Background: an optimization exercise with open tools, aiming at small area and a short achievable clock period. Do not read the settings as production practice.
Only simulation tests tie the RTL to the original design; equivalence was not proved.
Power figures rest on the tool's default switching activity, not on a simulated workload.

the reference run:
==> flow/design.v <==
`default_nettype none
package mc_dec_pkg;
    localparam logic MC_RD = 1'b0;
    localparam logic MC_WR = 1'b1;
    localparam int MC_ADDR_W = 32;
    localparam int MC_DATA_W = 256;
    typedef struct packed {
        logic                 rdwr;
        logic [MC_ADDR_W-1:0] addr;
        logic [MC_DATA_W-1:0] wr_data;
    } mc_req_t;
    function automatic int mc_bank_idx(input logic [63:0] addr, input int lsb, input int bank_w);
        logic [63:0] mask;
        mask = (64'd1 << bank_w) - 64'd1;
        mc_bank_idx = (addr >> lsb) & mask;
    endfunction
endpackage
`default_nettype wire
`default_nettype none
module mc_sync_fifo
#(
    parameter int WIDTH = 289,
    parameter int DEPTH = 8
) (
    input  logic                   clk,
    input  logic [DEPTH-1:0]       wsel,
    input  logic [DEPTH-1:0]       rsel,
    input  logic [WIDTH-1:0]       wdata,
    output logic [WIDTH-1:0]       rdata
);
    logic [WIDTH-1:0] mem_q [DEPTH];
    always_ff @(posedge clk) begin
        for (int i = 0; i < DEPTH; i++)
            if (wsel[i]) mem_q[i] <= wdata;
    end
    always_comb begin
        rdata = '0;
        for (int i = 0; i < DEPTH; i++)
            rdata = rdata | (mem_q[i] & {WIDTH{rsel[i]}});
    end
endmodule
`default_nettype wire
`default_nettype none
module mc_bank_dispatch
#(
    parameter int NUM_BANKS  = 32,
    parameter int ADDR_W     = 32,
    parameter int DATA_W     = 256,
    parameter int FIFO_DEPTH = 8,
    parameter int BANK_LSB   = 5
) (
    input  logic                          clk,
    input  logic                          reset,
    input  logic                          sys__mc__dram_req,
    input  logic                          sys__mc__dram_rdwr,
    input  logic [ADDR_W-1:0]             sys__mc__dram_addr,
    input  logic [DATA_W-1:0]             sys__mc__dram_wr_data,
    output logic                          mc__sys__dram_busy,
    output logic                          input_fifo_empty,
    output logic [$clog2(FIFO_DEPTH):0]   input_fifo_count,
    output logic [NUM_BANKS-1:0]          dec__bnc__valid,
    output logic                          dec__bnc__rdwr,
    output logic [ADDR_W-1:0]             dec__bnc__addr,
    output logic [DATA_W-1:0]             dec__bnc__wr_data,
    input  logic [NUM_BANKS-1:0]          bnc__dec__ready
    ,
    output logic [15:0]                   stat__drop_cnt,
    output logic [31:0]                   stat__rd_cnt,
    output logic [31:0]                   stat__wr_cnt
);
    localparam int c_bank_w = $clog2(NUM_BANKS);
    localparam int c_req_w  = 1 + ADDR_W + DATA_W;
    localparam int c_cnt_w  = $clog2(FIFO_DEPTH) + 1;
    logic [c_req_w-1:0]    w_push_req, w_head_req;
    logic                  w_push, w_pop, w_xfer, w_load;
    logic [c_bank_w-1:0]   w_head_bank;
    logic [FIFO_DEPTH-1:0] wr_oh_q, rd_oh_q;
    logic [c_cnt_w-1:0]    count_q, count_d;
    logic                  full_q, empty_q;
    logic [FIFO_DEPTH-1:0] wen_q, wr_oh_d;
    logic                  nempty_q;
    logic                  out_valid_q;
    logic [NUM_BANKS-1:0]  sel_q;
    logic [c_req_w-1:0]    out_req_q;
    assign w_push_req = {sys__mc__dram_rdwr, sys__mc__dram_addr, sys__mc__dram_wr_data};
    assign w_push     = sys__mc__dram_req && !full_q;
    assign w_xfer     = |(sel_q & bnc__dec__ready);
    assign w_load     = !out_valid_q || w_xfer;
    assign w_pop      = w_load && nempty_q;
    mc_sync_fifo #(
        .WIDTH (c_req_w),
        .DEPTH (FIFO_DEPTH)
    ) u_fifo (
        .clk   (clk),
        .wsel  (wen_q),
        .rsel  (rd_oh_q),
        .wdata (w_push_req),
        .rdata (w_head_req)
    );
    assign w_head_bank = w_head_req[DATA_W + BANK_LSB +: c_bank_w];
    assign wr_oh_d = w_push ? {wr_oh_q[FIFO_DEPTH-2:0], wr_oh_q[FIFO_DEPTH-1]} : wr_oh_q;
    always_comb begin
        count_d = count_q;
        if (w_push && !w_pop) count_d = count_q + c_cnt_w'(1);
        if (!w_push && w_pop) count_d = count_q - c_cnt_w'(1);
    end
    always_ff @(posedge clk or negedge reset) begin
        if (!reset) begin
            wr_oh_q     <= {{(FIFO_DEPTH-1){1'b0}}, 1'b1};
            rd_oh_q     <= {{(FIFO_DEPTH-1){1'b0}}, 1'b1};
            count_q     <= '0;
            full_q      <= 1'b0;
            empty_q     <= 1'b1;
            wen_q       <= {{(FIFO_DEPTH-1){1'b0}}, 1'b1};
            nempty_q    <= 1'b0;
            out_valid_q <= 1'b0;
            sel_q       <= '0;
        end else begin
            wr_oh_q <= wr_oh_d;
            if (w_pop)  rd_oh_q <= {rd_oh_q[FIFO_DEPTH-2:0], rd_oh_q[FIFO_DEPTH-1]};
            count_q <= count_d;
            full_q  <= (count_d == c_cnt_w'(FIFO_DEPTH));
            empty_q <= (count_d == '0);
            wen_q    <= wr_oh_d & {FIFO_DEPTH{count_d != c_cnt_w'(FIFO_DEPTH)}};
            nempty_q <= (count_d != '0);
            if (w_load) begin
                out_valid_q <= nempty_q;
                for (int b = 0; b < NUM_BANKS; b++)
                    sel_q[b] <= nempty_q && (w_head_bank == c_bank_w'(b));
            end
        end
    end
    always_ff @(posedge clk) begin
        out_req_q <= (w_head_req & {c_req_w{w_load}}) | (out_req_q & {c_req_w{!w_load}});
    end
    assign mc__sys__dram_busy = full_q;
    assign input_fifo_empty   = empty_q;
    assign input_fifo_count   = count_q;
    assign dec__bnc__valid    = sel_q;
    assign dec__bnc__rdwr     = out_req_q[c_req_w-1];
    assign dec__bnc__addr     = out_req_q[DATA_W +: ADDR_W];
    assign dec__bnc__wr_data  = out_req_q[DATA_W-1:0];
    logic [15:0] drop_cnt_q;
    logic [31:0] rd_cnt_q;
    logic [31:0] wr_cnt_q;
    always_ff @(posedge clk or negedge reset) begin
        if (!reset) begin
            drop_cnt_q <= '0;
            rd_cnt_q   <= '0;
            wr_cnt_q   <= '0;
        end else begin
            if (sys__mc__dram_req && full_q && (drop_cnt_q != 16'hFFFF))
                drop_cnt_q <= drop_cnt_q + 16'd1;
            if (w_xfer && out_req_q[c_req_w-1] == mc_dec_pkg::MC_WR) wr_cnt_q <= wr_cnt_q + 32'd1;
            if (w_xfer && out_req_q[c_req_w-1] == mc_dec_pkg::MC_RD) rd_cnt_q <= rd_cnt_q + 32'd1;
        end
    end
    assign stat__drop_cnt = drop_cnt_q;
    assign stat__rd_cnt   = rd_cnt_q;
    assign stat__wr_cnt   = wr_cnt_q;
endmodule
`default_nettype wire
==> flow/config.mk <==
export PLATFORM = sky130hd
export DESIGN_NAME = mc_bank_dispatch
export DESIGN_NICKNAME = mc_bank_dispatch
export VERILOG_FILES = /design/flow/design.v
export SDC_FILE = /design/flow/constraint.sdc
export NUM_CORES = 4
export LEC_CHECK = 0
export CAP_MARGIN = 20
export CORE_AREA = 2.3 2.72 443.44 437.92
export CTS_CLUSTER_DIAMETER = 80
export CTS_CLUSTER_SIZE = 30
export DIE_AREA = 0 0 445.74 440.64
export SETUP_SLACK_MARGIN = 1.8
export SLEW_MARGIN = 20
==> flow/constraint.sdc <==
create_clock -name core_clock -period 4.0 [get_ports {clk}]
set_input_delay 0.8000 -clock core_clock [delete_from_list [all_inputs] [get_ports {clk}]]
set_output_delay 0.8000 -clock core_clock [all_outputs]
set_load 0.01 [all_outputs]
standard.sh (not shown) runs the stock make flow with config.mk's settings and CLKGATE_MAP_FILE= SYNTH_SCRIPT=/design/flow/synth_recipe.tcl, a recipe that flattens the netlist after the stock synthesis.
==> flow/flow/run.sh <==
#!/bin/bash
# Standard layout, with plain fast buffers (instead of the default delay
# cells) on every input and output port.
set -euo pipefail
export BUFFER_PORTS_ARGS="-buffer_cell sky130_fd_sc_hd__buf_2"
bash standard.sh > standard_flow.log 2>&1
Changes in the trial run relative to the reference run:
-- flow/design.v --
<<< the reference run, line 73
    localparam int c_cnt_w  = $clog2(FIFO_DEPTH) + 1;
    logic [c_req_w-1:0]    w_push_req, w_head_req;
    logic                  w_push, w_pop, w_xfer, w_load;
    logic [c_bank_w-1:0]   w_head_bank;
    logic [FIFO_DEPTH-1:0] wr_oh_q, rd_oh_q;
>>> the trial run, line 73
    localparam int c_cnt_w  = $clog2(FIFO_DEPTH) + 1;
    logic [c_req_w-1:0]    w_push_req, w_head_req;
    logic                  w_push, w_pop, w_xfer, w_load, w_hit;
    logic [c_bank_w-1:0]   w_head_bank;
    logic [FIFO_DEPTH-1:0] wr_oh_q, rd_oh_q;
<<< the reference run, line 82
    logic                  out_valid_q;
    logic [NUM_BANKS-1:0]  sel_q;
    logic [c_req_w-1:0]    out_req_q;
    assign w_push_req = {sys__mc__dram_rdwr, sys__mc__dram_addr, sys__mc__dram_wr_data};
    assign w_push     = sys__mc__dram_req && !full_q;
    assign w_xfer     = |(sel_q & bnc__dec__ready);
    assign w_load     = !out_valid_q || w_xfer;
    assign w_pop      = w_load && nempty_q;
    mc_sync_fifo #(
>>> the trial run, line 82
    logic                  out_valid_q;
    logic [NUM_BANKS-1:0]  sel_q;
    logic [NUM_BANKS-1:0]  selx_q;
    logic [c_req_w-1:0]    out_req_q;
    assign w_push_req = {sys__mc__dram_rdwr, sys__mc__dram_addr, sys__mc__dram_wr_data};
    assign w_push     = sys__mc__dram_req && !full_q;
    assign w_hit      = |(selx_q & bnc__dec__ready);
    assign w_xfer     = out_valid_q && w_hit;
    assign w_load     = !out_valid_q || w_hit;
    assign w_pop      = w_load && nempty_q;
    mc_sync_fifo #(
<<< the reference run, line 100
    assign w_head_bank = w_head_req[DATA_W + BANK_LSB +: c_bank_w];
    assign wr_oh_d = w_push ? {wr_oh_q[FIFO_DEPTH-2:0], wr_oh_q[FIFO_DEPTH-1]} : wr_oh_q;
    always_comb begin
        count_d = count_q;
        if (w_push && !w_pop) count_d = count_q + c_cnt_w'(1);
        if (!w_push && w_pop) count_d = count_q - c_cnt_w'(1);
    end
    always_ff @(posedge clk or negedge reset) begin
        if (!reset) begin
>>> the trial run, line 102
    assign w_head_bank = w_head_req[DATA_W + BANK_LSB +: c_bank_w];
    assign wr_oh_d = w_push ? {wr_oh_q[FIFO_DEPTH-2:0], wr_oh_q[FIFO_DEPTH-1]} : wr_oh_q;
    logic w_inc, w_dec, full_d, nempty_d;
    logic [c_cnt_w-1:0] count_up, count_dn;
    assign w_inc    = w_push && !w_pop;
    assign w_dec    = w_pop && !w_push;
    assign count_up = count_q + c_cnt_w'(1);
    assign count_dn = count_q - c_cnt_w'(1);
    assign count_d  = w_inc ? count_up : (w_dec ? count_dn : count_q);
    assign full_d   = w_inc ? (count_q == c_cnt_w'(FIFO_DEPTH - 1)) : (full_q && !w_dec);
    assign nempty_d = w_inc || (nempty_q && !(w_dec && count_q == c_cnt_w'(1)));
    always_ff @(posedge clk or negedge reset) begin
        if (!reset) begin
<<< the reference run, line 120
            if (w_pop)  rd_oh_q <= {rd_oh_q[FIFO_DEPTH-2:0], rd_oh_q[FIFO_DEPTH-1]};
            count_q <= count_d;
            full_q  <= (count_d == c_cnt_w'(FIFO_DEPTH));
            empty_q <= (count_d == '0);
            wen_q    <= wr_oh_d & {FIFO_DEPTH{count_d != c_cnt_w'(FIFO_DEPTH)}};
            nempty_q <= (count_d != '0);
            if (w_load) begin
                out_valid_q <= nempty_q;
>>> the trial run, line 126
            if (w_pop)  rd_oh_q <= {rd_oh_q[FIFO_DEPTH-2:0], rd_oh_q[FIFO_DEPTH-1]};
            count_q <= count_d;
            full_q   <= full_d;
            empty_q  <= !nempty_d;
            wen_q    <= wr_oh_d & {FIFO_DEPTH{!full_d}};
            nempty_q <= nempty_d;
            if (w_load) begin
                out_valid_q <= nempty_q;
<<< the reference run, line 131
        end
    end
    always_ff @(posedge clk) begin
        out_req_q <= (w_head_req & {c_req_w{w_load}}) | (out_req_q & {c_req_w{!w_load}});
    end
    assign mc__sys__dram_busy = full_q;
>>> the trial run, line 137
        end
    end
    always_ff @(posedge clk or negedge reset) begin
        if (!reset) begin
            out_req_q <= '0;
        end else if (w_load) begin
            out_req_q <= w_head_req;
        end
    end
    always_ff @(posedge clk) begin
        if (w_load) begin
            for (int b = 0; b < NUM_BANKS; b++)
                selx_q[b] <= nempty_q && (w_head_bank == c_bank_w'(b));
        end
    end
    assign mc__sys__dram_busy = full_q;
==> comparison <==
Between the trial run and the reference run, it is the trial run whose proportion of total power due to net switching is higher, by 3.4 points.
The trial run reports a higher area after synthesis than the reference run does.
Diff the reference run -> the trial run | signed area change from the synthesized netlist to the final layout | increase of 5.3 points
The trial run against the reference run: total power moved up; shortest period the worst path allows went down.
The reference run has lower leakage dissipation than the trial run.
Going from the reference run to the trial run, number of clock sinks seen by CTS saw an increase; worst path setup slack after routing rose 0.086 ns; met1 routed wirelength after detailed routing saw an increase; multiplexer area fraction after synthesis climbed 0.51 points; routed wire length on met3 went up 25%.

## what the ideal ports hide
The flow's constraints put no driver on any port. The routed layouts listed below were extracted and timed again, unchanged, in two steps. Step 1 assumes that a clkbuf_16 drives the clock port and a buf_2 every other input. Step 2 moves the port delays by t, midway between the first and last clock arrival at a register: inputs arrive t later, outputs are due t later. That takes back most of the time a late clock gives input paths. a / b / c = no drivers / after step 1 / after step 2; a / b = the first two.
| run | shift t [ns] | setup WS [ns] | worst hold slack (ns) | latest minus earliest clock arrival (ns) |
|---|---|---|---|---|
| the reference run | 0.895 | 1.552 / 1.531 / 1.005 | 0.077 / 0.034 / 0.493 | 0.051 / 0.050 |
| the trial run | 0.901 | 1.638 / 1.618 / 1.103 | 0.025 / -0.009 / 0.491 | 0.041 / 0.041 |
After both steps setup and hold are still met in every run listed. For the reference run, which loses most, drivers alone change the setup slack by -0.021 ns; drivers and shift together by -0.547 ns.
